Context: an optimization exercise on an open-source flow, tuned for small area, a short achievable clock period and few clock cycles per item. The choices shown serve that exercise and are no tape-out recipe.
RTL that was checked went through simulation tests only; none was proved equivalent to the original.
Function not checked in runs 1 and 3 to 9: the RTL went through the layout flow alone.
No run shown here takes its clock network from TritonCTS; it comes from the design's own scripts or RTL.
The clock port is modelled as an ideal driver, which makes a skipped or thinned clock tree look cheaper than it is; a real chip needs a root buffer or a tree.
Power and IR drop assume default switching activity.

--- flow/config.mk ---
export PLATFORM = sky130hd
export DESIGN_NAME = fetch_top
export DESIGN_NICKNAME = fetch_top
export VERILOG_FILES = /design/flow/design.v
export SDC_FILE = /design/flow/constraint.sdc
export NUM_CORES = 4
export LEC_CHECK = 0
export CAP_MARGIN = 20
export CORE_MARGIN = 2
export CORE_UTILIZATION = 40
export PLACE_DENSITY = 0.8
export SETUP_SLACK_MARGIN = 4.7
export SLEW_MARGIN = 20
--- flow/constraint.sdc ---
create_clock -name core_clock -period 7.0 [get_ports {clk}]
set_input_delay 1.4000 -clock core_clock [delete_from_list [all_inputs] [get_ports {clk}]]
set_output_delay 1.4000 -clock core_clock [all_outputs]
set_load 0.01 [all_outputs]
--- flow/design.v ---
`timescale 1ns/1ns
package fetch_pkg;
    parameter int XLEN = 32;
    typedef logic [XLEN-1:0] addr_t;
    typedef union packed {
        logic [3:0][7:0] bytes;
        logic [XLEN-1:0] word;
    } insn_word_u;
    typedef struct packed {
        logic  valid;
        addr_t pc;
    } lookup_t;
    typedef struct packed {
        logic       valid;
        addr_t      pc;
        insn_word_u insn;
    } fetch_t;
    typedef struct packed {
        logic  valid;
        addr_t pc;
    } redirect_t;
    typedef struct packed {
        logic       valid;
        addr_t      pc;
        insn_word_u data;
    } fill_t;
endpackage
`timescale 1ns/1ns
module fetch_top #(
    parameter int LO_W    = 4,
    parameter int CREDITS = 2
) (
    input  logic        clk,
    input  logic        rst_n_i,
    input  logic        redirect_valid_i,
    input  logic [31:0] redirect_pc_i,
    input  logic        credit_return_i,
    input  logic [7:0]  mem_data_i,
    output logic        fetch_valid_o,
    output logic [31:0] fetch_pc_o,
    output logic [31:0] fetch_insn_o,
    output logic        mem_rd_o,
    output logic [31:0] mem_addr_o
);
    localparam int LO = LO_W + 2;
    logic [31:LO]   hi_q;
    logic [LO-1:2]  rd_lo_q;
    logic [LO-1:2]  dl_lo_q;
    logic [1:0]     off_q;       
    logic [31:0]    insn_q;      
    logic           done_q;      
    logic           valid_q;     
    logic           carry_q;     
    logic [1:0]     occ_q;       
    logic           room;
    logic           last;
    logic           take;
    logic           wrap;
    assign room = (occ_q + {1'b0, valid_q}) < 2'(CREDITS);
    assign last = (off_q == 2'd3) && !carry_q;
    assign take = last && room;
    assign wrap = &rd_lo_q;
    always_ff @(posedge clk) begin
        if (!rst_n_i) begin
            hi_q    <= '0;
            rd_lo_q <= '0;
            off_q   <= 2'd0;
            done_q  <= 1'b0;
            valid_q <= 1'b0;
            carry_q <= 1'b0;
            occ_q   <= 2'd0;
        end else begin
            occ_q <= occ_q + {1'b0, valid_q} - {1'b0, credit_return_i};
            if (redirect_valid_i) begin
                hi_q    <= redirect_pc_i[31:LO];
                rd_lo_q <= redirect_pc_i[LO-1:2];
                off_q   <= 2'd0;
                done_q  <= 1'b0;
                valid_q <= 1'b0;
                carry_q <= 1'b0;
            end else begin
                done_q  <= take;
                valid_q <= done_q;
                if (!carry_q) begin
                    off_q <= off_q + 2'd1;
                end
                if (take) begin
                    rd_lo_q <= rd_lo_q + 1'b1;
                    carry_q <= wrap;
                end
                if (carry_q && valid_q) begin
                    hi_q    <= hi_q + 1'b1;
                    carry_q <= 1'b0;
                end
            end
        end
    end
    always_ff @(posedge clk) begin
        insn_q <= {mem_data_i, insn_q[31:8]};
        if (take) begin
            dl_lo_q <= rd_lo_q;
        end
    end
    assign mem_rd_o      = 1'b1;
    assign mem_addr_o    = {hi_q, rd_lo_q, off_q};
    assign fetch_valid_o = valid_q;
    assign fetch_pc_o    = {hi_q, dl_lo_q, 2'b00};
    assign fetch_insn_o  = insn_q;
endmodule
--- flow/flow/run.sh ---
#!/bin/bash
# standard layout with plain buf_1 port buffers and a one-level clock tree
set -euo pipefail
export BUFFER_PORTS_ARGS="-buffer_cell sky130_fd_sc_hd__buf_1"
export CTS_ARGS="-sink_clustering_enable -repair_clock_nets -dont_use_dummy_load"
export POST_CTS_TCL="$PWD/flow/post_cts.tcl"
bash standard.sh > flow_standard.log 2>&1
--- flow/flow/post_cts.tcl ---
# POST_CTS hook: rebuild the clock tree that CTS made (a root buffer feeding
# leaf buffers) as one level: NLEAF clock buffers, each fed from the clock
# port and driving the flip-flops of one quarter of the core
set nleaf 4
set leaf_cell sky130_fd_sc_hd__clkbuf_8
set block [ord::get_db_block]
set clk_net [$block findNet clk]
set dbu [$block getDbUnitsPerMicron]

# every clock buffer below the port, and every flip-flop clock pin below them
set bufs {}
set sinks {}
set todo [list $clk_net]
while {[llength $todo]} {
  set net [lindex $todo 0]
  set todo [lrange $todo 1 end]
  foreach it [$net getITerms] {
    if {![$it isInputSignal]} { continue }
    set inst [$it getInst]
    if {[string match "sky130_fd_sc_hd__clkbuf*" [[$inst getMaster] getName]]} {
      lappend bufs $inst
      lappend todo [[$inst findITerm X] getNet]
    } else {
      lappend sinks $it
    }
  }
}
puts "post_cts: [llength $bufs] clock buffers, [llength $sinks] sinks"

# sink positions; split by median x, then each half by median y
proc center {it} {
  set bb [[$it getInst] getBBox]
  return [list [expr {([$bb xMin] + [$bb xMax]) / 2}] [expr {([$bb yMin] + [$bb yMax]) / 2}]]
}
set pts {}
foreach it $sinks { lappend pts [concat [center $it] [list $it]] }
set pts [lsort -integer -index 0 $pts]
set half [expr {[llength $pts] / 2}]
set groups {}
foreach part [list [lrange $pts 0 [expr {$half - 1}]] [lrange $pts $half end]] {
  set part [lsort -integer -index 1 $part]
  set h [expr {[llength $part] / 2}]
  lappend groups [lrange $part 0 [expr {$h - 1}]] [lrange $part $h end]
}

# remove the old tree
foreach it $sinks { $it disconnect }
foreach inst $bufs {
  set onet [[$inst findITerm X] getNet]
  foreach it [$inst getITerms] { if {[$it getNet] ne "NULL"} { $it disconnect } }
  odb::dbInst_destroy $inst
  if {$onet ne "NULL" && [$onet getName] ne "clk"} { odb::dbNet_destroy $onet }
}

# new leaves
set master [[ord::get_db] findMaster $leaf_cell]
set i 0
foreach g $groups {
  set name "clkleaf_$i"
  set inst [odb::dbInst_create $block $master $name]
  set net [odb::dbNet_create $block "clknet_leaf_$i"]
  $net setSigType CLOCK
  [$inst findITerm A] connect $clk_net
  [$inst findITerm X] connect $net
  set sx 0; set sy 0
  foreach p $g {
    [lindex $p 2] connect $net
    set sx [expr {$sx + [lindex $p 0]}]
    set sy [expr {$sy + [lindex $p 1]}]
  }
  set n [llength $g]
  place_inst -name $name -location [list [expr {double($sx) / $n / $dbu}] [expr {double($sy) / $n / $dbu}]] -status PLACED
  puts "post_cts: $name drives $n sinks"
  incr i
}
detailed_placement
check_placement -verbose
estimate_parasitics -placement
report_clock_skew
report_clock_min_period
--- flow/standard.sh ---
#!/bin/bash
# synth_recipe.tcl (not shown) runs the flow's synth.tcl, then flattens the netlist and writes it again
# the make line also repeats each setting of config.mk as NAME=value (left out here)
make -C /OpenROAD-flow-scripts/flow DESIGN_CONFIG=/design/flow/config.mk WORK_HOME=/design/flow/orfs CLKGATE_MAP_FILE= SYNTH_SCRIPT=/design/flow/synth_recipe.tcl "${@:-finish}"
==> results of run 1 <==
==> metal layers <==
layer  global-route usage (%)  vias up  routed length (um)
met4                     5.38        0                 161
met2                     28.7       92                3300
li1                         -     1264                   -
met1                     19.1     1162                3080
met5                        0        -                   0
met3                     4.36       11                 415
==> path summary, 6_finish.rpt <==
kind | from | endpoint | slack [ns] | cells past startpoint
worst max register to register | hi_q[6]$_SDFFE_PN0P_ | hi_q[30]$_SDFFE_PN0P_ | 4.91 | 5
worst min-delay path | insn_q[9]$_DFF_P_ | insn_q[1]$_DFF_P_ | 0.35 | 0
worst min register to register | insn_q[9]$_DFF_P_ | insn_q[1]$_DFF_P_ | 0.35 | 0
worst max-delay path | rst_n_i | hi_q[27]$_SDFFE_PN0P_ | 4.73 | 6
==> worst max-delay path, stage by stage <==
cell        delay (ns)
buf_6             0.10
buf_12            0.10
clkinvlp_4        0.10
or3_1             0.30
or3_1             0.31
nand3_1           0.08
==> final cells by class <==
| type | count | area [um^2] |
|---|---|---|
| repair buffers | 145 | 637 |
| plain buffers | 4 | 55.1 |
| flip-flops and latches | 73 | 1550 |
| multi-input cells | 180 | 1130 |
| well taps | 99 | 124 |
| inverters | 7 | 37.5 |
| fillers | 710 | 3640 |
==> logic make-up after synthesis <==
group,count (synthesis)
xor gates and xnor gates,17
AOI/OAI and AO/OA,51
buffers and inverters,53
other,2
adders and majority gates,5
DFF,73
muxes,3
and+or+nand+nor,101
==> power breakdown <==
part           switching (mW)  internal (mW)  total (mW)
registers              0.0238          0.444       0.468
logic                  0.0545         0.0390      0.0935
clock network           0.107         0.0535       0.160
==> cell usage in the layout (no fill, tap or decap), types with 6 or more instances in the layout <==
master | synthesis | final
nor3_1 | 7 | 7
buf_4 | 29 | 7
a211oi_1 | 6 | 6
nand2_1 | 12 | 12
o21ai_0 | 19 | 19
buf_1 | 0 | 118
dfxtp_1 | 69 | 41
a21oi_1 | 12 | 12
nand3_1 | 21 | 21
nor4_1 | 7 | 7
or3_1 | 8 | 8
nor2_1 | 19 | 19
dfxtp_2 | 0 | 24
buf_2 | 0 | 17
xnor2_1 | 14 | 14
nand4_1 | 10 | 10
==> sequential cells by signal (all words and copies together), names as in the netlist <==
signal	flops
insn_q	32
hi_q	26
dl_lo_q	4
rd_lo_q	4
occ_q	2
off_q	2
carry_q	1
done_q	1
valid_q	1
==> qor.txt, run 1 <==
status -> complete, no violations
Worst Clk Skew -> 0.0170 ns
Post-Synth XOR/XNOR Area -> 5.06%
initial antenna violation count -> 0
Leak -> 1.27 nW
layout cell share with drive strength beyond 1 -> 15.9%
Syn-to-layout area delta -> 20.1%
fin cells -> 508
Post-Synthesis Cells -> 305
Buffers on Ports -> 136
global-route wire length before repair -> 10,700 um
Pwr Total -> 721 uW
Initial Utilization -> 41.0%
vias per inst -> 4.98
post-synthesis sequential area ratio -> 51.0%
Initial DRC Count -> 88
mapped cell area -> 2940 um^2
placed cells -> 497
Die Area -> 8060 um^2
FP Rows -> 31
DP Worst Slack -> 3.91 ns
Max FO, Critical Path -> 3
ant diodes -> 0
crit path DAT -> 2.40 ns
vias in the first global route -> 2,321
gpl congestion -> 0.799
Max Slew Vio Count -> 0
Syn. warnings -> 1
power density cells -> 204 nW/um^2
fmax -> 440 MHz
Synth top area share -> 47.0%
final hold vios -> 0
min-delay worst type -> reg -> reg
number of synthesized register bits -> 73
EDFF count, synth -> 4
area leader, netlist -> dfxtp_1
CTS sink count -> 73
Hold WS -> 0.353 ns
clock edge transition at the registers on the reported setup and hold paths -> 0.12 ns
top cells by area, synth -> dfxtp_1 47%, buf_4 7.4%, xnor2_1 4.2%
commonest cells in the netlist -> 69 x dfxtp_1, 29 x buf_4, 21 x nand3_1, 19 x nor2_1, 19 x o21ai_0
final worst setup slack -> 4.73 ns
worst slew pin tran -> 0.637 ns
pin count of the biggest net entering global routing -> 56
DR WL/cell -> 13.7 um
Req. time, crit path -> 7.13 ns
Ports -> 142
area fraction in compound gates after synthesis -> 10.8%
Tot GR Track Use -> 16.2%
die height -> 89.8 um
WS Path Type -> in -> reg
post-layout util -> 49.2%
Rel. slew slack -> 57.1%
Final nets -> 460
Max Cap Viol -> 0
placed instance area -> 3310 um^2
Startpoint Class -> input port
largest family of logic cells by synthesized area -> simple AND/OR/NAND/NOR gates
unrepaired setup endpoints after global routing -> yes
clock latency on the worst-skew pair -> 0.18 ns
top-count cell post-synth -> dfxtp_1
Final setup viols -> 0
core area -> 7180 um^2
main flop type after synthesis -> dfxtp_1
post-synth cell types -> 38
TritonRoute pass-1 iters -> 4
post-synthesis mux area share -> 1.02%
crit path capture type -> flip-flop
die width -> 89.8 um
HPWL Detailed -> 4680 um
Remaining Overflow, GRT -> 0
final instance area -> 3530 um^2
Final Critical Period -> 2.27 ns
Total Neg Setup Slack -> 0 ns
DR vias -> 2,529
DRC viols -> 0
Tcrit/Tclk final -> 32.4%
Async SR Flop Fraction -> 0%
post-synthesis simple-gate area fraction -> 19.0%
Synth Area in Adders -> 2.13%
total wire length -> 6950 um
Synth Area per Inst -> 9.64 um^2
Max VDD drop -> 0.0000946 V
final antenna-violating net count -> 0
==> run 2, diff against run 1 <==
--- a/flow/design.v
+++ b/flow/design.v
@@ -29,3 +29,3 @@
 module fetch_top #(
-    parameter int LO_W    = 4,
+    parameter int LO_W    = 6,
     parameter int CREDITS = 2
--- a/flow/config.mk
+++ b/flow/config.mk
@@ -7,3 +7,3 @@
 export LEC_CHECK = 0
-export CAP_MARGIN = 20
+export CAP_MARGIN = 0
 export CORE_MARGIN = 2
@@ -12,2 +12,2 @@
 export SETUP_SLACK_MARGIN = 4.7
-export SLEW_MARGIN = 20
+export SLEW_MARGIN = 0
==> run 2 against run 1 <==
Compared with the run above:
- still clean on timing, DRC and antenna
- final cell count down 0.39%
- worst setup slack better by 0.070 ns
- clock skew down 0.0053 ns
- register-to-register slack worse by 0.06 ns
- synthesized cell count down 2.3%
- critical path depth down 1
- synthesized area down 0.51%
- first-iteration DRC count down 1.1%
- maximum frequency up 3.2%
- global-route usage down 0.27 points
- critical path type unchanged
- largest cell class unchanged
- highest routed layer unchanged
==> qor.txt, run 2 <==
FILL cells -> 713
DRC viols -> 0
total wire length -> 6680 um
min-delay worst type -> reg -> reg
power density cells -> 208 nW/um^2
clock latency on the worst-skew pair -> 0.17 ns
Post-Synth XOR/XNOR Area -> 5.09%
Remaining Overflow, GRT -> 0
Worst Clk Skew -> 0.0118 ns
Syn-to-layout area delta -> 20.2%
Startpoint Class -> input port
clock edge transition at the registers on the reported setup and hold paths -> 0.11 ns
Buffers on Ports -> 136
largest family of logic cells by synthesized area -> simple AND/OR/NAND/NOR gates
vias in the first global route -> 2,105
initial antenna violation count -> 0
Max Slew Vio Count -> 0
CP bufs+invs -> 3
critical path's top delay family -> buffers and inverters
Initial Utilization -> 40.8%
Max FO, Critical Path -> 47
Tcrit/Tclk final -> 31.5%
Post-Synthesis Cells -> 298
Req. time, crit path -> 7.10 ns
Synth Area in Adders -> 2.14%
multi-input logic area -> 1100 um^2
Pint -> 549 uW
area leader, netlist -> dfxtp_1
Biggest register -> insn_q
Clk network pwr share -> 21.7%
area fraction in compound gates after synthesis -> 12.1%
Async SR Flop Fraction -> 0%
worst slew pin tran -> 0.823 ns
TritonRoute pass-1 iters -> 4
DP Worst Slack -> 4.00 ns
Worst path max stage delay -> 0.20 ns
most common cell after layout, fill and taps aside -> buf_1
die height -> 89.5 um
Final setup viols -> 0
Crit-path slowest cell -> buf_12
status -> complete, no violations
main flop type after synthesis -> dfxtp_1
max reg flops -> 32
Syn. warnings -> 1
Max VDD drop -> 0.0000888 V
most frequent cells in the layout -> 129 x buf_1, 41 x dfxtp_1, 25 x dfxtp_2
mapped cell area -> 2930 um^2
Final nets -> 458
vias per inst -> 4.95
gpl congestion -> 0.792
Initial DRC Count -> 87
Total Neg Setup Slack -> 0 ns
HPWL Detailed -> 4900 um
crit path capture type -> flip-flop
Combinational Power Share -> 12.5%
post-synth cell types -> 35
crit path cell chain -> buf_4, clkinvlp_4, buf_12, and4_1, nor3_1
P_sw -> 182 uW
Seq pwr share -> 65.8%
Synth Area per Inst -> 9.82 um^2
DR WL/cell -> 13.2 um
post-synthesis sequential area ratio -> 53.4%
global-route wire length before repair -> 10,100 um
Leak -> 1.21 nW
sw frac -> 24.9%
top cells by area, synth -> dfxtp_1 47%, buf_4 7.2%, edfxtp_1 6.2%
number of synthesized register bits -> 75
Die Area -> 8020 um^2
WS Path Type -> in -> reg
Max Cap Viol -> 0
final hold vios -> 0
top-count cell post-synth -> dfxtp_1
post-synthesis simple-gate area fraction -> 16.9%
Final Critical Period -> 2.20 ns
Ports -> 142
die width -> 89.5 um
EDFF count, synth -> 6
CTS sink count -> 75
commonest cells in the netlist -> 69 x dfxtp_1, 28 x buf_4, 23 x o21ai_0, 15 x nand2_1, 15 x nor2_1
final worst setup slack -> 4.80 ns
ant diodes -> 0
post-synthesis mux area share -> 0.342%
DR vias -> 2,507
register area -> 1600 um^2
Synth top area share -> 47.2%
pin count of the biggest net entering global routing -> 48
final antenna-violating net count -> 0
core area -> 7180 um^2
FP Rows -> 31
Tot GR Track Use -> 16.0%
Rel. slew slack -> 44.7%
unrepaired setup endpoints after global routing -> no
layout cell share with drive strength beyond 1 -> 13.5%
crit path DAT -> 2.30 ns
fmax -> 454 MHz
-- run 2: final timing paths --
check	start	depth (start not counted)	slack (ns)	end
max	redirect_valid_i	5	4.80	hi_q[20]$_SDFFE_PN0P_
min	insn_q[11]$_DFF_P_	0	0.35	insn_q[3]$_DFF_P_
max reg2reg	hi_q[8]$_SDFFE_PN0P_	5	4.85	hi_q[26]$_SDFFE_PN0P_
min reg2reg	insn_q[11]$_DFF_P_	0	0.35	insn_q[3]$_DFF_P_
-- run 2: per-layer routing --
layer  up-vias  GRT usage, %  wire, um
li1       1251             -         -
met1      1166          21.9      3080
met2        88          26.1      3180
met3         2          3.23       385
met4         0          3.39        38
met5         -             0         0
-- run 2: logic make-up (layout without fill, tap and decap cells) --
group	Yosys count	count (layout)
fa+ha+maj	5	5
compound gates	58	58
buf+inv	48	156
mux	1	1
flops	75	75
simple gates	92	92
xor+xnor	17	17
other cells	2	3
-- run 2: per-stage QoR --
step / total power [mW] / utilization, % / hold WS, ns / area (um^2) / std cells
after floorplan: 0.548 / - / 0.382 / 2930 / 299
after global placement: 0.573 / 46.3 / 0.331 / 3320 / 496
after detailed placement: 0.577 / 46.3 / 0.335 / 3320 / 496
after global routing: 0.768 / 49.0 / 0.361 / 3520 / 506
final: 0.731 / 49.0 / 0.353 / 3520 / 506
-- run 2: final cells by class --
type	count	share of cell area [%]
timing repair buffer	144	17.0
tap	99	3.52
inverter	8	1.07
sequential	75	45.6
buffer	4	1.57
multi-input combinational	176	31.2
-- run 2: power groups by stage --
stage / Sequential [mW] / Clock [mW] / Combinational, mW
after floorplan: 0.496 / 0 / 0.0521
final: 0.481 / 0.159 / 0.0916
after detailed placement: 0.489 / 0 / 0.0877
after global routing: 0.485 / 0.179 / 0.104
after global placement: 0.487 / 0 / 0.0857
Testbench counts of run 2, summed over its fixed seeds: cycles 69,980, items 16,000.
==> run 3, diff against run 2 <==
--- a/flow/design.v
+++ b/flow/design.v
@@ -50,2 +50,3 @@
     logic [31:0]    insn_q;      
+    logic           boot_q;      
     logic           done_q;      
@@ -60,3 +61,3 @@
     assign last = (off_q == 2'd3) && !carry_q;
-    assign take = last && room;
+    assign take = last && room && !boot_q;
     assign wrap = &rd_lo_q;
@@ -64,5 +65,3 @@
         if (!rst_n_i) begin
-            hi_q    <= '0;
-            rd_lo_q <= '0;
-            off_q   <= 2'd0;
+            boot_q  <= 1'b1;
             done_q  <= 1'b0;
@@ -72,7 +71,5 @@
         end else begin
-            occ_q <= occ_q + {1'b0, valid_q} - {1'b0, credit_return_i};
+            boot_q <= 1'b0;
+            occ_q  <= occ_q + {1'b0, valid_q} - {1'b0, credit_return_i};
             if (redirect_valid_i) begin
-                hi_q    <= redirect_pc_i[31:LO];
-                rd_lo_q <= redirect_pc_i[LO-1:2];
-                off_q   <= 2'd0;
                 done_q  <= 1'b0;
@@ -83,7 +80,3 @@
                 valid_q <= done_q;
-                if (!carry_q) begin
-                    off_q <= off_q + 2'd1;
-                end
                 if (take) begin
-                    rd_lo_q <= rd_lo_q + 1'b1;
                     carry_q <= wrap;
@@ -91,5 +84,25 @@
                 if (carry_q && valid_q) begin
-                    hi_q    <= hi_q + 1'b1;
                     carry_q <= 1'b0;
                 end
+            end
+        end
+    end
+    always_ff @(posedge clk) begin
+        if (redirect_valid_i) begin
+            hi_q    <= redirect_pc_i[31:LO];
+            rd_lo_q <= redirect_pc_i[LO-1:2];
+            off_q   <= 2'd0;
+        end else if (boot_q) begin
+            hi_q    <= '0;
+            rd_lo_q <= '0;
+            off_q   <= 2'd0;
+        end else begin
+            if (!carry_q) begin
+                off_q <= off_q + 2'd1;
+            end
+            if (take) begin
+                rd_lo_q <= rd_lo_q + 1'b1;
+            end
+            if (carry_q && valid_q) begin
+                hi_q <= hi_q + 1'b1;
             end
--- a/flow/config.mk
+++ b/flow/config.mk
@@ -7,7 +7,6 @@
 export LEC_CHECK = 0
-export CAP_MARGIN = 0
+export CAP_MARGIN = 20
 export CORE_MARGIN = 2
 export CORE_UTILIZATION = 40
-export PLACE_DENSITY = 0.8
-export SETUP_SLACK_MARGIN = 4.7
-export SLEW_MARGIN = 0
+export SETUP_SLACK_MARGIN = 4.76
+export SLEW_MARGIN = 20
==> run 3 against run 2 <==
Compared with the run above:
- critical endpoint is now mem_addr_o[25]
- hold slack got worse by 0.0013 ns
- final area rose by 16%
- routed wire length rose by 15%
- power rose by 16%
- final cell count rose by 6.5%
- highest routed layer unchanged
- still clean
- maximum frequency fell by 2.1%
==> qor.txt, run 3 <==
status -> complete, no violations
Syn-to-layout area delta -> 25.5%
Startpoint Class -> flip-flop
post-synthesis mux area share -> 1.23%
HPWL Detailed -> 5030 um
Initial DRC Count -> 81
Remaining Overflow, GRT -> 0
Crit-path slowest cell -> edfxtp_1
vias in the first global route -> 2,399
crit path capture type -> primary output
layout cell share with drive strength beyond 1 -> 17.2%
power density cells -> 207 nW/um^2
placed instance area -> 3670 um^2
reg2reg start -> hi_q[9]$_DFFE_PP_
Worst path max stage delay -> 0.50 ns
fmax -> 445 MHz
post-synthesis sequential area ratio -> 58.0%
critical path's top delay family -> flip-flops
crit path cell chain -> buf_1
most frequent cells in the layout -> 119 x buf_1, 38 x nand2_1, 38 x dfxtp_1
Total Neg Setup Slack -> 0 ns
r2r setup slk -> 4.98 ns
Synth top area share -> 33.3%
post-synth cell types -> 41
CP bufs+invs -> 1
RR Endpoint -> hi_q[30]$_DFFE_PP_
mapped cell area -> 3250 um^2
initial antenna violation count -> 0
Async SR Flop Fraction -> 0%
post-synthesis simple-gate area fraction -> 17.6%
Rel. slew slack -> 55.0%
commonest cells in the netlist -> 40 x dfxtp_1, 40 x nand2_1, 36 x edfxtp_1, 27 x buf_4, 21 x o21ai_0
CTS sink count -> 76
global-route wire length before repair -> 11,600 um
DRC viols -> 0
WS Path Type -> reg -> out
TritonRoute pass-1 iters -> 4
hold path depth -> 0
Worst Clk Skew -> 0.0145 ns
crit path DAT -> 0.85 ns
Synth Area in Adders -> 1.93%
Synth Area per Inst -> 11.0 um^2
Syn. warnings -> 1
total wire length -> 7710 um
Leak -> 1.57 nW
DR WL/cell -> 14.3 um
Final Critical Period -> 2.25 ns
pin count of the biggest net entering global routing -> 48
unrepaired setup endpoints after global routing -> yes
area fraction in compound gates after synthesis -> 7.24%
worst slew pin tran -> 0.674 ns
Tcrit/Tclk final -> 32.1%
top cells by area, synth -> edfxtp_1 33%, dfxtp_1 25%, buf_4 6.2%
die height -> 94.1 um
gpl congestion -> 0.753
Max Slew Vio Count -> 0
final antenna-violating net count -> 0
final hold vios -> 0
Ports -> 142
clock edge transition at the registers on the reported setup and hold paths -> 0.12 ns
R2R depth -> 6
Max FO, Critical Path -> 6
core area -> 7810 um^2
Max Cap Viol -> 0
DR vias -> 2,590
Tot GR Track Use -> 16.9%
clock latency on the worst-skew pair -> 0.17 ns
most common cell after layout, fill and taps aside -> buf_1
Post-Synth XOR/XNOR Area -> 5.39%
Final setup viols -> 0
max reg flops -> 32
Req. time, crit path -> 5.60 ns
die width -> 94.1 um
min-delay worst type -> reg -> reg
main flop type after synthesis -> dfxtp_1
Final nets -> 488
area leader, netlist -> edfxtp_1
Biggest register -> insn_q
FP Rows -> 32
Hold EP -> insn_q[9]$_DFF_P_
largest family of logic cells by synthesized area -> simple AND/OR/NAND/NOR gates
Max VDD drop -> 0.0000910 V
Die Area -> 8850 um^2
Buffers on Ports -> 136
Post-Synthesis Cells -> 294
vias per inst -> 4.81
min-delay src -> insn_q[17]$_DFF_P_
Initial Utilization -> 41.6%
ant diodes -> 0
final instance area -> 4080 um^2
number of synthesized register bits -> 76
EDFF count, synth -> 36
==> run 3: cells by family (layout without fill, tap and decap cells) <==
family          count (synthesis)  after routing
buf+inv                        46            187
xor+xnor                       20             20
simple gates                  105            106
flops                          76             76
compound gates                 36             36
mux                             4              4
other cells                     2              3
fa+ha+maj                       5              5
==> run 3: metal layers <==
metal	vias up	global-route usage [%]	wire length (um)
met5	-	0	0
met3	9	3.93	392
li1	1289	-	-
met1	1219	20.9	3310
met4	0	6.04	139
met2	73	28.7	3860
==> run 3: how the worst max path moves through the flow <==
| stage | to | from | slack, ns | depth (start not counted) |
|---|---|---|---|---|
| after floorplan | hi_q[28]$_DFFE_PP_ | redirect_valid_i | 4.68 | 6 |
| after global placement | hi_q[28]$_DFFE_PP_ | redirect_valid_i | 3.79 | 5 |
| after detailed placement | hi_q[28]$_DFFE_PP_ | redirect_valid_i | 3.74 | 5 |
| after global routing | mem_addr_o[25] | hi_q[25]$_DFFE_PP_ | 4.72 | 1 |
| final | mem_addr_o[25] | hi_q[25]$_DFFE_PP_ | 4.75 | 1 |
==> run 3: final cells by class <==
class                      instances  area, um^2
buffer                             4        55.1
sequential                        76        1880
multi-input combinational        174        1140
fill                             778        3730
tap                              102         128
timing repair buffer             173         833
inverter                          10        37.5
==> run 3: where the power goes <==
group | internal (mW) | leakage (nW) | total [mW] | switching (mW)
sequential | 0.500 | 0.710 | 0.520 | 0.0204
clock | 0.0535 | 0.0288 | 0.161 | 0.108
combinational | 0.0702 | 0.833 | 0.163 | 0.0927
total | 0.623 | 1.57 | 0.845 | 0.221
==> run 3: per-stage QoR <==
step / hold WS, ns / total power, mW / util (%) / cells / setup WS (ns)
floorplan: 0.382 / 0.630 / - / 295 / 4.68
global placement: 0.332 / 0.659 / 47.0 / 497 / 3.79
detailed placement: 0.334 / 0.662 / 47.0 / 497 / 3.74
global route: 0.362 / 0.887 / 52.2 / 539 / 4.72
finish: 0.352 / 0.845 / 52.2 / 539 / 4.75
==> run 4, diff against run 3 <==
--- a/flow/design.v
+++ b/flow/design.v
@@ -99,11 +99,5 @@
         end else begin
-            if (!carry_q) begin
-                off_q <= off_q + 2'd1;
-            end
-            if (take) begin
-                rd_lo_q <= rd_lo_q + 1'b1;
-            end
-            if (carry_q && valid_q) begin
-                hi_q <= hi_q + 1'b1;
-            end
+            off_q   <= off_q + {1'b0, !carry_q};
+            rd_lo_q <= rd_lo_q + {{(LO_W-1){1'b0}}, take};
+            hi_q    <= hi_q + {{(30-LO_W-1){1'b0}}, carry_q & valid_q};
         end
--- a/flow/config.mk
+++ b/flow/config.mk
@@ -10,3 +10,3 @@
 export CORE_UTILIZATION = 40
-export SETUP_SLACK_MARGIN = 4.76
+export SETUP_SLACK_MARGIN = 4.7
 export SLEW_MARGIN = 20
==> run 4 against run 3 <==
Compared with the run above:
- utilization fell by 1.4 points
- combinational power fell by 34%
- synthesized cell count fell by 0.34%
- synthesized area fell by 9.4%
==> qor.txt, run 4 <==
status -> complete, no violations
Max VDD drop -> 0.0000820 V
final hold vios -> 0
final antenna-violating net count -> 0
number of synthesized register bits -> 76
total wire length -> 6890 um
Worst Clk Skew -> 0.0138 ns
Crit-path slowest cell -> or4_1
crit path cell chain -> buf_16, or2_4, or4_1, nand3_1
Rel. slew slack -> 66.0%
core area -> 7180 um^2
Final nets -> 459
Post-Synthesis Cells -> 293
Final Critical Period -> 2.27 ns
Req. time, crit path -> 7.12 ns
TritonRoute pass-1 iters -> 4
global-route wire length before repair -> 10,800 um
CTS sink count -> 76
CP bufs+invs -> 1
Ports -> 142
Synth top area share -> 47.6%
Tot GR Track Use -> 16.3%
vias per inst -> 4.76
Max FO, Critical Path -> 22
layout cell share with drive strength beyond 1 -> 17.7%
power density cells -> 209 nW/um^2
Final setup viols -> 0
EDFF count, synth -> 6
Syn-to-layout area delta -> 23.9%
pin count of the biggest net entering global routing -> 44
Leak -> 1.34 nW
top cells by area, synth -> dfxtp_1 48%, buf_4 6.9%, edfxtp_1 6.1%
gpl congestion -> 0.800
placed cells -> 493
clock latency on the worst-skew pair -> 0.17 ns
Max Cap Viol -> 0
vias in the first global route -> 2,186
Syn. warnings -> 1
commonest cells in the netlist -> 70 x dfxtp_1, 32 x nand2_1, 27 x buf_4, 21 x o21ai_0, 15 x xnor2_1
crit path capture type -> flip-flop
Total Neg Setup Slack -> 0 ns
Worst path max stage delay -> 0.49 ns
Initial DRC Count -> 71
Synth Area per Inst -> 10.0 um^2
critical path's top delay family -> simple AND/OR/NAND/NOR gates
max reg flops -> 32
worst slew pin tran -> 0.506 ns
die width -> 89.8 um
top-count cell post-synth -> dfxtp_1
fmax -> 440 MHz
WS Path Type -> in -> reg
post-synthesis sequential area ratio -> 53.8%
FP Rows -> 31
HPWL Detailed -> 4790 um
Initial Utilization -> 41.0%
most common cell after layout, fill and taps aside -> buf_1
initial antenna violation count -> 0
Async SR Flop Fraction -> 0%
area leader, netlist -> dfxtp_1
unrepaired setup endpoints after global routing -> no
Remaining Overflow, GRT -> 0
Die Area -> 8060 um^2
Tcrit/Tclk final -> 32.5%
DR vias -> 2,405
crit path DAT -> 2.39 ns
Startpoint Class -> input port
clock edge transition at the registers on the reported setup and hold paths -> 0.12 ns
main flop type after synthesis -> dfxtp_1
ant diodes -> 0
min-delay worst type -> reg -> reg
DRC viols -> 0
Buffers on Ports -> 136
most frequent cells in the layout -> 112 x buf_1, 46 x dfxtp_1, 32 x nand2_1
fin cells -> 505
Max Slew Vio Count -> 0
mapped cell area -> 2940 um^2
die height -> 89.8 um
post-synth cell types -> 43
Biggest register -> insn_q
DR WL/cell -> 13.6 um
run 4: cell types whose count changed after synthesis, sizes merged, moves of 3 or more:
cell	previous run	this run
or4	0	4
nand2	40	33
edfxtp	36	6
a32oi	0	3
dfxtp	40	70
nor2	16	12
xnor2	12	15
nand3	12	15
and2	0	3
xor2	8	4
run 4: cell type report:
type	count	area [um^2]
fill	707	3530
sequential	76	1640
multi-input combinational	175	1160
timing repair buffer	142	638
tap	99	124
buffer	4	55.1
inverter	9	33.8
run 4: path summary, 6_finish.rpt:
path / start / endpoint / slack [ns] / cells after the start
setup / recovery: redirect_valid_i / hi_q[28]$_DFF_P_ / 4.73 / 4
hold / removal: insn_q[28]$_DFF_P_ / insn_q[20]$_DFF_P_ / 0.35 / 0
setup reg to reg: valid_q$_SDFF_PP0_ / hi_q[28]$_DFF_P_ / 4.77 / 7
hold reg to reg: insn_q[28]$_DFF_P_ / insn_q[20]$_DFF_P_ / 0.35 / 0
run 4: cells by family (layout without fill, tap and decap cells):
logic type	count (synthesis)	count (layout)	share of synthesized area (%)
AND/OR/NAND/NOR	107	109	19.7
buffers and inverters	45	155	9.23
adder cells (fa/ha/maj)	7	7	2.98
XOR/XNOR	19	19	5.66
other	2	3	0.255
multiplexers	4	4	1.36
AO/OA/AOI/OAI	33	33	7.06
flip-flops	76	76	53.8
run 4: per-stage QoR:
| step | area (um^2) | total power, mW | setup slack (ns) | hold slack, ns | utilization [%] |
|---|---|---|---|---|---|
| 2_1_floorplan | 2960 | 0.572 | 4.68 | 0.382 | - |
| 3_3_place_gp | 3350 | 0.600 | 3.75 | 0.331 | 46.6 |
| 3_5_place_dp | 3350 | 0.603 | 3.70 | 0.334 | 46.6 |
| 5_1_grt | 3650 | 0.801 | 4.71 | 0.359 | 50.8 |
| 6_report | 3650 | 0.763 | 4.73 | 0.351 | 50.8 |
run 4: report_power, final:
| group | switching, mW | internal [mW] | total (mW) |
|---|---|---|---|
| combinational | 0.0599 | 0.0474 | 0.107 |
| clock | 0.106 | 0.0534 | 0.159 |
| sequential | 0.0301 | 0.467 | 0.497 |
run 4: per-layer routing:
metal / vias up / routed length (um) / global-route usage (%)
met4: 0 / 70 / 3.08
met2: 69 / 3460 / 28.0
met3: 8 / 322 / 3.52
met5: - / 0 / 0
met1: 1112 / 3030 / 21.3
li1: 1216 / - / -
==> run 5, diff against run 4 <==
--- a/flow/config.mk
+++ b/flow/config.mk
@@ -10,3 +10,3 @@
 export CORE_UTILIZATION = 40
-export SETUP_SLACK_MARGIN = 4.7
+export SETUP_SLACK_MARGIN = 4.76
 export SLEW_MARGIN = 20
==> run 5 against run 4 <==
Compared with the run above:
- critical path depth unchanged
- clock power is essentially flat
- synthesized cell count unchanged
- final area is 11% higher
- power grew 4.9%
- maximum frequency is 0.18% higher
- combinational power increased by 43%
- routed wire length increased by 10%
- sequential power shrank 2%
==> qor.txt, run 5 <==
status -> complete, no violations
Biggest register -> insn_q
Rel. slew slack -> 66.4%
mapped cell area -> 2940 um^2
Worst Clk Skew -> 0.0137 ns
FP Rows -> 31
crit path cell chain -> clkbuf_16, or2_4, or4_1, nand3_1
Tot GR Track Use -> 18.1%
EDFF count, synth -> 6
R2R depth -> 7
Req. time, crit path -> 7.12 ns
Leak -> 1.66 nW
Syn. warnings -> 1
die width -> 89.8 um
die height -> 89.8 um
Final Critical Period -> 2.27 ns
ant diodes -> 0
Die Area -> 8060 um^2
FILL cells -> 660
Buffers on Ports -> 136
DRC viols -> 0
most common cell after layout, fill and taps aside -> buf_1
power density cells -> 198 nW/um^2
Max VDD drop -> 0.000111 V
number of synthesized register bits -> 76
most frequent cells in the layout -> 64 x buf_1, 55 x buf_2, 38 x dfxtp_1
Max Cap Viol -> 0
Syn-to-layout area delta -> 37.1%
top cells by area, synth -> dfxtp_1 48%, buf_4 6.9%, edfxtp_1 6.1%
Setup crit end -> hi_q[28]$_DFF_P_
Pwr Total -> 800 uW
total wire length -> 7590 um
reg2reg start -> valid_q$_SDFF_PP0_
Hold WS -> 0.344 ns
Async SR Flop Fraction -> 0%
area leader, netlist -> dfxtp_1
main flop type after synthesis -> dfxtp_1
Crit-path slowest cell -> or4_1
DR WL/cell -> 14.3 um
RR Endpoint -> hi_q[30]$_DFF_P_
max reg flops -> 32
HPWL Detailed -> 4800 um
crit path DAT -> 2.39 ns
Initial Utilization -> 41.0%
final instance area -> 4030 um^2
Final nets -> 485
r2r setup slk -> 4.84 ns
vias in the first global route -> 2,418
worst slew pin tran -> 0.500 ns
Worst path max stage delay -> 0.47 ns
CTS sink count -> 76
DR vias -> 2,582
Initial DRC Count -> 138
core area -> 7180 um^2
gpl congestion -> 0.794
Synth Area per Inst -> 10.0 um^2
Total Neg Setup Slack -> 0 ns
unrepaired setup endpoints after global routing -> yes
final antenna-violating net count -> 0
placed instance area -> 3350 um^2
post-synthesis sequential area ratio -> 53.8%
fmax -> 441 MHz
clock latency on the worst-skew pair -> 0.17 ns
WS Path Type -> in -> reg
global-route wire length before repair -> 11,900 um
vias per inst -> 4.86
Max Slew Vio Count -> 0
pin count of the biggest net entering global routing -> 44
Max FO, Critical Path -> 11
top-count cell post-synth -> dfxtp_1
initial antenna violation count -> 0
post-layout util -> 56.2%
TritonRoute pass-1 iters -> 4
Final setup viols -> 0
Post-Synthesis Cells -> 293
Synth top area share -> 47.6%
Startpoint Class -> input port
final hold vios -> 0
Ports -> 142
crit path capture type -> flip-flop
post-synth cell types -> 43
min-delay worst type -> reg -> reg
commonest cells in the netlist -> 70 x dfxtp_1, 32 x nand2_1, 27 x buf_4, 21 x o21ai_0, 15 x xnor2_1
layout cell share with drive strength beyond 1 -> 36.6%
crit path from -> redirect_valid_i
clock edge transition at the registers on the reported setup and hold paths -> 0.12 ns
Remaining Overflow, GRT -> 0
Tcrit/Tclk final -> 32.4%
## run 5: kinds of logic (layout without fill, tap and decap cells)
family	count (synthesis)	after routing	synth area share [%]
adders and majority gates	7	7	2.98
DFF	76	76	53.8
buffers and inverters	45	182	9.23
and+or+nand+nor	107	108	19.7
muxes	4	4	1.36
AOI/OAI and AO/OA	33	33	7.06
other	2	3	0.255
xor gates and xnor gates	19	19	5.66
## run 5: cell type report
class                   instances  area (um^2)  share of cell area (%)
flip-flops and latches         76         1670                    41.5
multi-input cells             174         1170                    28.9
repair buffers                169          981                    24.3
well taps                      99          124                    3.07
plain buffers                   4         55.1                    1.36
inverters                       9         33.8                   0.837
## run 5: report_power, final
part	leakage (nW)	internal [mW]	switching [mW]
sequential	0.655	0.466	0.0214
clock	0.0288	0.0535	0.107
combinational	0.972	0.0763	0.0763
total	1.66	0.596	0.205
## run 5: layer usage
metal  vias to the layer above  wire (um)  share of wire, %  track usage (%)
met3                         5        428               5.6             3.77
li1                       1266          -                 -                -
met4                         0         53              0.70             3.59
met5                         -          0                 0                0
met1                      1225       3220                42             22.9
met2                        86       3890                51             32.1
## run 5: critical path, delay by kind of cell
kind / cells / cell delay [ns]
buf+inv: 1 / 0.14
simple gates: 3 / 0.83
## run 5: worst min-delay path by stage
stage	cells past startpoint	slack [ns]	end	start
2_1_floorplan	0	0.38	insn_q[0]$_DFF_P_	insn_q[8]$_DFF_P_
3_3_place_gp	0	0.33	insn_q[1]$_DFF_P_	insn_q[9]$_DFF_P_
3_5_place_dp	0	0.33	insn_q[8]$_DFF_P_	insn_q[16]$_DFF_P_
5_1_grt	0	0.34	insn_q[2]$_DFF_P_	insn_q[10]$_DFF_P_
6_report	0	0.34	insn_q[20]$_DFF_P_	insn_q[28]$_DFF_P_
## run 5: per-stage QoR
stage,std cells,setup slack (ns)
2_1_floorplan,294,4.68
3_3_place_gp,493,3.74
3_5_place_dp,493,3.68
5_1_grt,531,4.69
6_report,531,4.73
==> run 6, diff against run 5 <==
--- a/flow/design.v
+++ b/flow/design.v
@@ -28,2 +28,27 @@
 `timescale 1ns/1ns
+module fetch_pc_next #(
+    parameter int LO_W = 6
+) (
+    input  logic [29-LO_W:0] hi_i,
+    input  logic [LO_W-1:0]  lo_i,
+    input  logic             hi_step_i,
+    input  logic             lo_step_i,
+    output logic [29-LO_W:0] hi_o,
+    output logic [LO_W-1:0]  lo_o
+);
+    assign hi_o = hi_i + {{(29-LO_W){1'b0}}, hi_step_i};
+    assign lo_o = lo_i + {{(LO_W-1){1'b0}}, lo_step_i};
+endmodule
+module fetch_pc_load #(
+    parameter int W = 30
+) (
+    input  logic         rst_n_i,
+    input  logic         redirect_i,
+    input  logic [W-1:0] target_i,
+    input  logic [W-1:0] next_i,
+    output logic [W-1:0] d_o
+);
+    assign d_o = !rst_n_i ? '0 : (redirect_i ? target_i : next_i);
+endmodule
+`timescale 1ns/1ns
 module fetch_top #(
@@ -50,3 +75,2 @@
     logic [31:0]    insn_q;      
-    logic           boot_q;      
     logic           done_q;      
@@ -61,3 +85,3 @@
     assign last = (off_q == 2'd3) && !carry_q;
-    assign take = last && room && !boot_q;
+    assign take = last && room;
     assign wrap = &rd_lo_q;
@@ -65,3 +89,2 @@
         if (!rst_n_i) begin
-            boot_q  <= 1'b1;
             done_q  <= 1'b0;
@@ -71,4 +94,3 @@
         end else begin
-            boot_q <= 1'b0;
-            occ_q  <= occ_q + {1'b0, valid_q} - {1'b0, credit_return_i};
+            occ_q <= occ_q + {1'b0, valid_q} - {1'b0, credit_return_i};
             if (redirect_valid_i) begin
@@ -89,16 +111,21 @@
     end
+    logic [31:LO]  hi_next;
+    logic [LO-1:2] lo_next;
+    logic [31:2]   addr_d;
+    logic [1:0]    off_d;
+    fetch_pc_next #(.LO_W(LO_W)) pc_next_inst (
+        .hi_i(hi_q), .lo_i(rd_lo_q), .hi_step_i(carry_q & valid_q), .lo_step_i(take),
+        .hi_o(hi_next), .lo_o(lo_next)
+    );
+    fetch_pc_load #(.W(30)) addr_load_inst (
+        .rst_n_i(rst_n_i), .redirect_i(redirect_valid_i), .target_i(redirect_pc_i[31:2]),
+        .next_i({hi_next, lo_next}), .d_o(addr_d)
+    );
+    fetch_pc_load #(.W(2)) off_load_inst (
+        .rst_n_i(rst_n_i), .redirect_i(redirect_valid_i), .target_i(2'd0),
+        .next_i(off_q + {1'b0, !carry_q}), .d_o(off_d)
+    );
     always_ff @(posedge clk) begin
-        if (redirect_valid_i) begin
-            hi_q    <= redirect_pc_i[31:LO];
-            rd_lo_q <= redirect_pc_i[LO-1:2];
-            off_q   <= 2'd0;
-        end else if (boot_q) begin
-            hi_q    <= '0;
-            rd_lo_q <= '0;
-            off_q   <= 2'd0;
-        end else begin
-            off_q   <= off_q + {1'b0, !carry_q};
-            rd_lo_q <= rd_lo_q + {{(LO_W-1){1'b0}}, take};
-            hi_q    <= hi_q + {{(30-LO_W-1){1'b0}}, carry_q & valid_q};
-        end
+        {hi_q, rd_lo_q} <= addr_d;
+        off_q           <= off_d;
     end
--- a/flow/config.mk
+++ b/flow/config.mk
@@ -10,3 +10,5 @@
 export CORE_UTILIZATION = 40
-export SETUP_SLACK_MARGIN = 4.76
+export SETUP_SLACK_MARGIN = 4.7
 export SLEW_MARGIN = 20
+export SYNTH_HIERARCHICAL = 1
+export SYNTH_MINIMUM_KEEP_SIZE = 0
==> run 6 against run 5 <==
Compared with the run above:
- power decreased by 9.1%
- synthesized area increased by 4.0%
- hold slack about the same
- register-to-register slack better by 0.02 ns
- combinational power decreased by 41%
- global-route usage is 4.2 points lower
- critical endpoint is now hi_q[13]$_DFF_P_
- highest routed layer unchanged
- clock power about the same
- worst setup slack gained 0.062 ns
==> qor.txt, run 6 <==
most frequent cells in the layout -> 113 x buf_1, 46 x dfxtp_1, 33 x nor2b_1
final antenna-violating net count -> 0
layout cell share with drive strength beyond 1 -> 15.3%
Max FO, Critical Path -> 33
top cells by area, synth -> dfxtp_1 45%, mux2i_1 10%, nor2b_1 6.8%
TritonRoute pass-1 iters -> 4
Async SR Flop Fraction -> 0%
clock latency on the worst-skew pair -> 0.17 ns
status -> complete, no violations
Die Area -> 8360 um^2
Syn. warnings -> 7
vias per inst -> 4.42
HPWL Detailed -> 4300 um
Synth top area share -> 45.2%
Req. time, crit path -> 7.07 ns
Final setup viols -> 0
Max VDD drop -> 0.000161 V
DRC viols -> 0
worst slew pin tran -> 0.623 ns
die height -> 91.4 um
final hold vios -> 0
Max Cap Viol -> 0
fmax -> 453 MHz
WS Path Type -> in -> reg
Crit-path slowest cell -> clkbuf_4
EDFF count, synth -> 6
Tcrit/Tclk final -> 31.5%
clock edge transition at the registers on the reported setup and hold paths -> 0.11 ns
Tot GR Track Use -> 13.9%
Synth Area per Inst -> 11.4 um^2
mapped cell area -> 3060 um^2
Remaining Overflow, GRT -> 0
Initial DRC Count -> 41
crit path capture type -> flip-flop
Startpoint Class -> input port
unrepaired setup endpoints after global routing -> yes
DR vias -> 2,110
global-route wire length before repair -> 9360 um
Max Slew Vio Count -> 0
DR WL/cell -> 12.3 um
Total Neg Setup Slack -> 0 ns
number of synthesized register bits -> 75
total wire length -> 5870 um
main flop type after synthesis -> dfxtp_1
ant diodes -> 0
FP Rows -> 31
Buffers on Ports -> 136
post-synth cell types -> 31
initial antenna violation count -> 0
gpl congestion -> 0.702
CP bufs+invs -> 1
die width -> 91.4 um
Post-Synthesis Cells -> 268
pin count of the biggest net entering global routing -> 36
DP Worst Slack -> 4.25 ns
top-count cell post-synth -> dfxtp_1
Final nets -> 432
CTS sink count -> 75
Worst Clk Skew -> 0.0118 ns
critical path's top delay family -> buffers and inverters
placed instance area -> 3430 um^2
Final Critical Period -> 2.21 ns
Ports -> 142
Initial Utilization -> 41.7%
final instance area -> 3570 um^2
commonest cells in the netlist -> 69 x dfxtp_1, 33 x nor2b_1, 32 x mux2i_1, 27 x buf_4
Rel. slew slack -> 58.5%
crit path cell chain -> clkbuf_4, mux2i_1, nor2b_1
Worst path max stage delay -> 0.50 ns
vias in the first global route -> 1,975
crit path DAT -> 2.27 ns
max reg flops -> 32
core area -> 7330 um^2
Syn-to-layout area delta -> 16.8%
power density cells -> 204 nW/um^2
Leak -> 1.50 nW
most common cell after layout, fill and taps aside -> buf_1
area leader, netlist -> dfxtp_1
min-delay worst type -> reg -> reg
Biggest register -> insn_q
final worst setup slack -> 4.79 ns
post-synthesis sequential area ratio -> 51.1%
-- run 6: final timing paths --
kind                            from                  to  slack, ns  cells past startpoint
setup / recovery    redirect_valid_i    hi_q[13]$_DFF_P_       4.79                      3
hold / removal    insn_q[25]$_DFF_P_  insn_q[17]$_DFF_P_       0.34                      0
setup reg to reg  valid_q$_SDFF_PP0_    hi_q[29]$_DFF_P_       4.86                      8
hold reg to reg   insn_q[25]$_DFF_P_  insn_q[17]$_DFF_P_       0.34                      0
-- run 6: where the power goes --
group          switching (mW)  internal, mW  total (mW)  leakage (nW)
combinational          0.0496        0.0413      0.0909         0.825
sequential             0.0202         0.457       0.477         0.641
clock                   0.106        0.0534       0.159        0.0288
-- run 6: worst register-to-register path: stages, from the launching register on --
cell and delay, ns:
dfxtp_1 0.40, and2_2 0.19, ha_1 0.16, nand3_2 0.15
or4_1 0.58, nor3_1 0.23, xor2_1 0.17, mux2i_1 0.08
nor2b_1 0.12
-- run 6: cell type report --
type	instances	area, um^2
Buffer	4	55.1
Fill cell	735	3760
Inverter	4	15.0
Multi-Input combinational cell	158	1230
Sequential cell	75	1600
Tap cell	99	124
Timing Repair Buffer	137	549
-- run 6: metrics by stage --
step	utilization (%)	power, mW	instances	hold WS [ns]
floorplan	-	0.553	271	0.382
global placement	46.7	0.575	473	0.332
detailed placement	46.7	0.577	473	0.335
global route	48.7	0.766	477	0.346
finish	48.7	0.727	477	0.344
-- run 6: routing by layer --
metal / wire length, um / share of wire (%) / GRT usage [%]
met4: 81 / 1.4 / 4.92
met1: 2550 / 43 / 16.9
met5: 0 / 0 / 0
met2: 2880 / 49 / 24.1
met3: 357 / 6.1 / 2.90
-- run 6: cells by family (layout without fill, tap and decap cells) --
logic type,after synthesis,count (layout),synth area share (%)
fa+ha+maj,8,8,3.27
buf+inv,38,145,9.82
other cells,2,5,0.246
compound gates,1,1,0.164
xor+xnor,29,29,8.31
flops,75,75,51.1
simple gates,83,83,16.7
mux,32,32,10.5
==> run 7, diff against run 6 <==
--- a/flow/config.mk
+++ b/flow/config.mk
@@ -10,2 +10,3 @@
 export CORE_UTILIZATION = 40
+export PLACE_DENSITY = 0.8
 export SETUP_SLACK_MARGIN = 4.7
==> run 7 against run 6 <==
Compared with the run above:
- combinational power is 2% higher
- final area is 0.56% higher
- synthesized cell count stayed put
- critical path depth stayed put
- critical path type unchanged
- still clean on timing, DRC and antenna
- largest power group unchanged
==> qor.txt, run 7 <==
status -> complete, no violations
Max Slew Vio Count -> 0
most frequent cells in the layout -> 115 x buf_1, 44 x dfxtp_1, 33 x nor2b_1
TritonRoute pass-1 iters -> 4
crit path cell chain -> clkbuf_4, mux2i_1, nor2b_1
post-synth cell types -> 31
crit path capture type -> flip-flop
critical path's top delay family -> buffers and inverters
crit path from -> redirect_valid_i
area leader, netlist -> dfxtp_1
Max VDD drop -> 0.000134 V
reg2reg start -> valid_q$_SDFF_PP0_
Total Neg Setup Slack -> 0 ns
most common cell after layout, fill and taps aside -> buf_1
FP Rows -> 31
power density cells -> 202 nW/um^2
Max Cap Viol -> 0
Pint -> 552 uW
clock latency on the worst-skew pair -> 0.17 ns
post-layout util -> 49.0%
worst slew pin tran -> 0.619 ns
total wire length -> 5890 um
DRC viols -> 0
Worst Clk Skew -> 0.0152 ns
Biggest register -> insn_q
top cells by area, synth -> dfxtp_1 45%, mux2i_1 10%, nor2b_1 6.8%
P_sw -> 174 uW
Synth Area per Inst -> 11.4 um^2
Ports -> 142
number of synthesized register bits -> 75
initial antenna violation count -> 0
clock edge transition at the registers on the reported setup and hold paths -> 0.12 ns
Final setup viols -> 0
mapped cell area -> 3060 um^2
Req. time, crit path -> 7.07 ns
min-delay worst type -> reg -> reg
max reg flops -> 32
min-delay src -> insn_q[21]$_DFF_P_
EDFF count, synth -> 6
Remaining Overflow, GRT -> 0
Final nets -> 434
placed instance area -> 3430 um^2
final antenna-violating net count -> 0
HPWL Detailed -> 4480 um
fmax -> 451 MHz
Syn. warnings -> 7
vias per inst -> 4.44
vias in the first global route -> 2,030
post-synthesis sequential area ratio -> 51.1%
Buffers on Ports -> 136
die width -> 91.4 um
global-route wire length before repair -> 9450 um
pin count of the biggest net entering global routing -> 34
Rel. slew slack -> 58.8%
top-count cell post-synth -> dfxtp_1
Tcrit/Tclk final -> 31.7%
gpl congestion -> 0.795
Startpoint Class -> input port
final instance area -> 3590 um^2
crit path DAT -> 2.29 ns
Max FO, Critical Path -> 33
unrepaired setup endpoints after global routing -> no
FILL cells -> 681
main flop type after synthesis -> dfxtp_1
Initial Utilization -> 41.7%
CTS sink count -> 75
Hold WS -> 0.344 ns
Synth top area share -> 45.2%
Seq pwr share -> 65.7%
DP Worst Slack -> 4.24 ns
Final Critical Period -> 2.22 ns
Die Area -> 8360 um^2
die height -> 91.4 um
Async SR Flop Fraction -> 0%
final worst setup slack -> 4.78 ns
Clk network pwr share -> 21.6%
WS Path Type -> in -> reg
Post-Synthesis Cells -> 268
Tot GR Track Use -> 13.9%
DR WL/cell -> 12.3 um
commonest cells in the netlist -> 69 x dfxtp_1, 33 x nor2b_1, 32 x mux2i_1, 27 x buf_4
layout cell share with drive strength beyond 1 -> 16.1%
Syn-to-layout area delta -> 17.5%
final hold vios -> 0
Initial DRC Count -> 65
Combinational Power Share -> 12.7%
DR vias -> 2,127
CP bufs+invs -> 1
ant diodes -> 0
Worst path max stage delay -> 0.49 ns
sw frac -> 24.0%
Crit-path slowest cell -> clkbuf_4
Leak -> 1.50 nW
core area -> 7330 um^2
## run 7: cell counts after synthesis
Identical to the previous run, type by type.
## run 7: final cells by class
class | count | area [um^2] | share of cell area [%]
buffer | 4 | 55.1 | 1.53
inverter | 4 | 15.0 | 0.418
multi-input combinational | 158 | 1230 | 34.3
sequential | 75 | 1600 | 44.6
tap | 99 | 124 | 3.45
timing repair buffer | 139 | 562 | 15.6
## run 7: per-layer routing
metal  global-route usage, %  share of wire, %
met1                    16.2                42
met5                       0                 0
met2                    25.2                51
met4                    3.91               1.2
met3                    3.07               6.4
## run 7: cell families after synthesis
group | share of synthesized area, %
compound gates | 0.164
xor+xnor | 8.31
fa+ha+maj | 3.27
buf+inv | 9.82
flops | 51.1
mux | 10.5
other cells | 0.246
simple gates | 16.7
## run 7: power by group through the flow
stage | Clock [mW] | Combinational [mW] | Sequential [mW]
floorplan | 0 | 0.0582 | 0.494
global placement | 0 | 0.0881 | 0.485
detailed placement | 0 | 0.0903 | 0.487
global route | 0.180 | 0.102 | 0.481
finish | 0.157 | 0.0925 | 0.477
## run 7: final timing paths
kind / endpoint / slack [ns] / depth (start not counted)
max: hi_q[22]$_DFF_P_ / 4.78 / 3
min: insn_q[13]$_DFF_P_ / 0.34 / 0
min reg2reg: insn_q[13]$_DFF_P_ / 0.34 / 0
max reg2reg: hi_q[22]$_DFF_P_ / 4.89 / 10
## run 7: metrics by stage
stage / power, mW / instances
detailed placement: 0.577 / 473
global route: 0.763 / 479
finish: 0.726 / 479
global placement: 0.573 / 473
floorplan: 0.553 / 271
==> run 8, diff against run 7 <==
--- a/flow/design.v
+++ b/flow/design.v
@@ -50,3 +50,5 @@
 );
-    assign d_o = !rst_n_i ? '0 : (redirect_i ? target_i : next_i);
+    logic load;
+    assign load = !rst_n_i || redirect_i;
+    assign d_o  = load ? (target_i & {W{rst_n_i}}) : next_i;
 endmodule
==> run 8 against run 7 <==
Compared with the run above:
- largest power group unchanged
- first-iteration DRC count is the same
- sequential cell count is the same
- still clean
- largest cell class unchanged
- routed wire length is the same
- global-route usage is the same
- synthesized area is the same
- critical endpoint unchanged
==> qor.txt, run 8 <==
Worst path max stage delay -> 0.49 ns
Leak -> 1.50 nW
Syn. warnings -> 7
Tot GR Track Use -> 13.9%
critical path's top delay family -> buffers and inverters
main flop type after synthesis -> dfxtp_1
DR WL/cell -> 12.3 um
gpl congestion -> 0.795
DRC viols -> 0
CTS sink count -> 75
vias per inst -> 4.44
final worst setup slack -> 4.78 ns
Final Critical Period -> 2.22 ns
number of synthesized register bits -> 75
final antenna-violating net count -> 0
clock edge transition at the registers on the reported setup and hold paths -> 0.12 ns
top cells by area, synth -> dfxtp_1 45%, mux2i_1 10%, nor2b_1 6.8%
Post-Synthesis Cells -> 268
Async SR Flop Fraction -> 0%
DR vias -> 2,127
min-delay worst type -> reg -> reg
Total Neg Setup Slack -> 0 ns
pin count of the biggest net entering global routing -> 34
Max FO, Critical Path -> 33
Tcrit/Tclk final -> 31.7%
HPWL Detailed -> 4480 um
Final nets -> 434
r2r setup slk -> 4.89 ns
Remaining Overflow, GRT -> 0
Biggest register -> insn_q
fmax -> 451 MHz
vias in the first global route -> 2,030
TritonRoute pass-1 iters -> 4
core area -> 7330 um^2
die height -> 91.4 um
Syn-to-layout area delta -> 17.5%
layout cell share with drive strength beyond 1 -> 16.1%
mapped cell area -> 3060 um^2
commonest cells in the netlist -> 69 x dfxtp_1, 33 x nor2b_1, 32 x mux2i_1, 27 x buf_4
Max VDD drop -> 0.000134 V
most frequent cells in the layout -> 115 x buf_1, 44 x dfxtp_1, 33 x nor2b_1
worst slew pin tran -> 0.619 ns
area leader, netlist -> dfxtp_1
Crit-path slowest cell -> clkbuf_4
Max Cap Viol -> 0
WS Path Type -> in -> reg
Die Area -> 8360 um^2
ant diodes -> 0
Worst Clk Skew -> 0.0152 ns
Final setup viols -> 0
unrepaired setup endpoints after global routing -> no
Startpoint Class -> input port
Max Slew Vio Count -> 0
power density cells -> 202 nW/um^2
Req. time, crit path -> 7.07 ns
final hold vios -> 0
Initial DRC Count -> 65
die width -> 91.4 um
most common cell after layout, fill and taps aside -> buf_1
post-synthesis sequential area ratio -> 51.1%
global-route wire length before repair -> 9450 um
Synth Area per Inst -> 11.4 um^2
Synth top area share -> 45.2%
top-count cell post-synth -> dfxtp_1
EDFF count, synth -> 6
status -> complete, no violations
max reg flops -> 32
crit path DAT -> 2.29 ns
crit path capture type -> flip-flop
total wire length -> 5890 um
Buffers on Ports -> 136
clock latency on the worst-skew pair -> 0.17 ns
initial antenna violation count -> 0
DP Worst Slack -> 4.24 ns
crit path cell chain -> clkbuf_4, mux2i_1, nor2b_1
Ports -> 142
Initial Utilization -> 41.7%
Rel. slew slack -> 58.8%
FP Rows -> 31
post-synth cell types -> 31
CP bufs+invs -> 1
==> run 8: cell counts after synthesis <==
No cell type changed its count.
==> run 8: power breakdown <==
part / internal [mW] / switching (mW) / total (mW)
clock network: 0.0534 / 0.103 / 0.157
logic: 0.0416 / 0.0509 / 0.0925
registers: 0.457 / 0.0199 / 0.477
==> run 8: kinds of logic (layout without fill, tap and decap cells) <==
kind of cell               Yosys count  after routing  share of synthesized area, %
other                                2              5                         0.246
xor gates and xnor gates            29             29                          8.31
and+or+nand+nor                     83             83                          16.7
buffers and inverters               38            147                          9.82
adders and majority gates            8              8                          3.27
DFF                                 75             75                          51.1
muxes                               32             32                          10.5
AOI/OAI and AO/OA                    1              1                         0.164
==> run 8: layout make-up <==
cell class / count / area, um^2
buffer: 4 / 55.1
fill: 681 / 3740
inverter: 4 / 15.0
multi-input combinational: 158 / 1230
sequential: 75 / 1600
tap: 99 / 124
timing repair buffer: 139 / 562
==> run 8: stage by stage <==
step | cells | instance area (um^2) | hold slack, ns | total power [mW] | util, %
2_1_floorplan | 271 | 3070 | 0.382 | 0.553 | -
3_3_place_gp | 473 | 3430 | 0.332 | 0.573 | 46.7
3_5_place_dp | 473 | 3430 | 0.333 | 0.577 | 46.7
5_1_grt | 479 | 3590 | 0.359 | 0.763 | 49.0
6_report | 479 | 3590 | 0.344 | 0.726 | 49.0
==> run 8: routing by layer <==
metal,vias up,global-route usage (%),wire length (um)
met1,949,16.2,2450
met5,-,0,0
met4,0,3.91,73
met2,85,25.2,2990
li1,1086,-,-
met3,7,3.07,379
==> run 8: worst paths after layout <==
path | start | end | cells past startpoint
max | redirect_valid_i | hi_q[22]$_DFF_P_ | 3
min | insn_q[21]$_DFF_P_ | insn_q[13]$_DFF_P_ | 0
max reg2reg | valid_q$_SDFF_PP0_ | hi_q[22]$_DFF_P_ | 10
min reg2reg | insn_q[21]$_DFF_P_ | insn_q[13]$_DFF_P_ | 0
==> run 8: worst reg2reg max path: cells and delay by family (launching register included) <==
family	cells	cell delay, ns
multiplexers	1	0.11
adder cells (fa/ha/maj)	2	0.38
flip-flops	1	0.39
XOR/XNOR	1	0.16
AND/OR/NAND/NOR	5	0.85
buffers and inverters	1	0.19
==> run 9, diff against run 8 <==
--- a/flow/config.mk
+++ b/flow/config.mk
@@ -11,3 +11,3 @@
 export PLACE_DENSITY = 0.8
-export SETUP_SLACK_MARGIN = 4.7
+export SETUP_SLACK_MARGIN = 4.78
 export SLEW_MARGIN = 20
==> run 9 against run 8 <==
Compared with the run above:
- still clean
- register-to-register slack about the same
- worst setup slack better by 0.062 ns
- sequential share of layout area down 5.0 points
- clock skew down 0.0044 ns
- highest routed layer unchanged
==> qor.txt, run 9 <==
Die Area -> 8360 um^2
fmax -> 463 MHz
most frequent cells in the layout -> 52 x buf_1, 48 x buf_2, 35 x buf_6
vias in the first global route -> 2,330
commonest cells in the netlist -> 69 x dfxtp_1, 33 x nor2b_1, 32 x mux2i_1, 27 x buf_4
global-route wire length before repair -> 11,100 um
RR Endpoint -> hi_q[30]$_DFF_P_
Synth Area per Inst -> 11.4 um^2
top cells by area, synth -> dfxtp_1 45%, mux2i_1 10%, nor2b_1 6.8%
EDFF count, synth -> 6
final instance area -> 4170 um^2
Tcrit/Tclk final -> 30.8%
Remaining Overflow, GRT -> 0
clock latency on the worst-skew pair -> 0.17 ns
HPWL Detailed -> 4480 um
core area -> 7330 um^2
DR vias -> 2,277
ant diodes -> 0
hold path depth -> 0
Initial DRC Count -> 71
Req. time, crit path -> 7.08 ns
Max FO, Critical Path -> 33
DRC viols -> 0
Biggest register -> insn_q
Startpoint Class -> input port
die height -> 91.4 um
critical path's top delay family -> buffers and inverters
number of synthesized register bits -> 75
CTS sink count -> 75
WS Path Type -> in -> reg
Worst Clk Skew -> 0.0108 ns
metal2 WL -> 3910 um
mapped cell area -> 3060 um^2
Max Cap Viol -> 0
metal3 WL -> 355 um
crit path DAT -> 2.23 ns
Tot GR Track Use -> 16.7%
TritonRoute pass-1 iters -> 4
Max Slew Vio Count -> 0
Syn-to-layout area delta -> 36.3%
Hold EP -> insn_q[21]$_DFF_P_
M1 WL -> 2680 um
main flop type after synthesis -> dfxtp_1
post-layout util -> 56.9%
final worst setup slack -> 4.84 ns
area leader, netlist -> dfxtp_1
Rel. slew slack -> 61.2%
Worst path max stage delay -> 0.45 ns
min-delay src -> insn_q[29]$_DFF_P_
r2r setup slk -> 4.90 ns
worst slew pin tran -> 0.582 ns
min-delay worst type -> reg -> reg
Total Neg Setup Slack -> 0 ns
final hold vios -> 0
die width -> 91.4 um
Ports -> 142
post-synthesis sequential area ratio -> 51.1%
Worst path depth -> 3
crit path capture type -> flip-flop
total wire length -> 7010 um
DR WL/cell -> 13.8 um
max reg flops -> 32
layout cell share with drive strength beyond 1 -> 41.7%
Crit-path slowest cell -> buf_4
top-count cell post-synth -> dfxtp_1
Hold WS -> 0.343 ns
placed instance area -> 3430 um^2
vias per inst -> 4.49
Async SR Flop Fraction -> 0%
crit path cell chain -> buf_4, mux2i_1, nor2b_1
uppermost layer routed -> met4
Initial Utilization -> 41.7%
Final Critical Period -> 2.16 ns
power density cells -> 184 nW/um^2
DP Worst Slack -> 4.24 ns
Max VDD drop -> 0.000139 V
most common cell after layout, fill and taps aside -> buf_1
Buffers on Ports -> 136
R2R depth -> 10
Synth top area share -> 45.2%
Syn. warnings -> 7
initial antenna violation count -> 0
unrepaired setup endpoints after global routing -> yes
post-synth cell types -> 31
pin count of the biggest net entering global routing -> 34
gpl congestion -> 0.795
CP bufs+invs -> 1
reg2reg start -> valid_q$_SDFF_PP0_
Leak -> 1.91 nW
Final setup viols -> 0
Final nets -> 462
clock edge transition at the registers on the reported setup and hold paths -> 0.12 ns
status -> complete, no violations
FP Rows -> 31
Post-Synthesis Cells -> 268
final antenna-violating net count -> 0
-- run 9: worst max path at each step --
stage / from / slack [ns] / endpoint
after floorplan: hi_q[11]$_DFF_P_ / 4.94 / mem_addr_o[11]
after global placement: redirect_valid_i / 4.29 / hi_q[23]$_DFF_P_
after detailed placement: redirect_valid_i / 4.24 / hi_q[22]$_DFF_P_
final: redirect_valid_i / 4.84 / hi_q[22]$_DFF_P_
after global routing: valid_q$_SDFF_PP0_ / 4.75 / rd_lo_q[6]$_DFF_P_
-- run 9: kinds of logic (layout without fill, tap and decap cells) --
kind of cell	Yosys count	in the layout	synth area share, %
AND/OR/NAND/NOR	83	83	16.7
flip-flops	75	75	51.1
buffers and inverters	38	175	9.82
multiplexers	32	32	10.5
XOR/XNOR	29	29	8.31
adder cells (fa/ha/maj)	8	8	3.27
other	2	5	0.246
AO/OA/AOI/OAI	1	1	0.164
-- run 9: metal layers --
layer | vias up | global-route usage, %
li1 | 1143 | -
met1 | 1058 | 17.3
met2 | 72 | 33.1
met3 | 4 | 4.56
met4 | 0 | 3.03
met5 | - | 0
-- run 9: power breakdown --
group	leakage (nW)	switching (mW)	internal [mW]
Sequential	0.650	0.0150	0.455
Clock	0.0288	0.106	0.0534
Combinational	1.23	0.0640	0.0716
Total	1.91	0.185	0.580
-- run 9: cell type report --
| cell class | count | area, um^2 |
|---|---|---|
| Timing Repair Buffer | 167 | 1070 |
| Inverter | 4 | 15.0 |
| Fill cell | 625 | 3160 |
| Buffer | 4 | 55.1 |
| Sequential cell | 75 | 1650 |
| Multi-Input combinational cell | 158 | 1250 |
| Tap cell | 99 | 124 |
-- run 9: per-stage QoR --
stage	std cells	total power, mW
global route	507	0.800
floorplan	271	0.553
detailed placement	473	0.577
finish	507	0.765
global placement	473	0.573
-- run 9: worst reg2reg max path: stages, from the launching register on --
cell and delay (ns):
dfxtp_2 0.38, and2_2 0.16, ha_1 0.14, ha_2 0.21, nand2_2 0.10, nor4_4 0.26, buf_4 0.19, nand4_1 0.18
xnor2_2 0.19, mux2i_1 0.14, nor2b_1 0.06

re-timing with driven ports:
Ports are ideal in the flow. The routed layouts listed here were re-timed in OpenROAD.
Step 1, drivers: a clkbuf_16 drives clk and a buf_2 each remaining input, both assumed.
Step 2 also shifts input and output timing later by t, the mid clock arrival at the registers, as if the neighbouring blocks saw the same clock.
a / b / c = no drivers / after step 1 / after step 2; a / b = the first two.
run | t, ns | slack for setup (ns)
run 1 | 0.225 | 4.729 / 4.746 / 4.521
run 2 | 0.220 | 4.798 / 4.781 / 4.603
run 3 | 0.232 | 4.752 / 4.685 / 4.519
run 4 | 0.223 | 4.728 / 4.684 / 4.461
run 5 | 0.222 | 4.732 / 4.702 / 4.480
run 6 | 0.221 | 4.795 / 4.785 / 4.608
run 7 | 0.215 | 4.781 / 4.796 / 4.595
run 8 | 0.215 | 4.781 / 4.796 / 4.595
run 9 | 0.219 | 4.842 / 4.844 / 4.655
After both steps setup and hold are still met in every run listed.
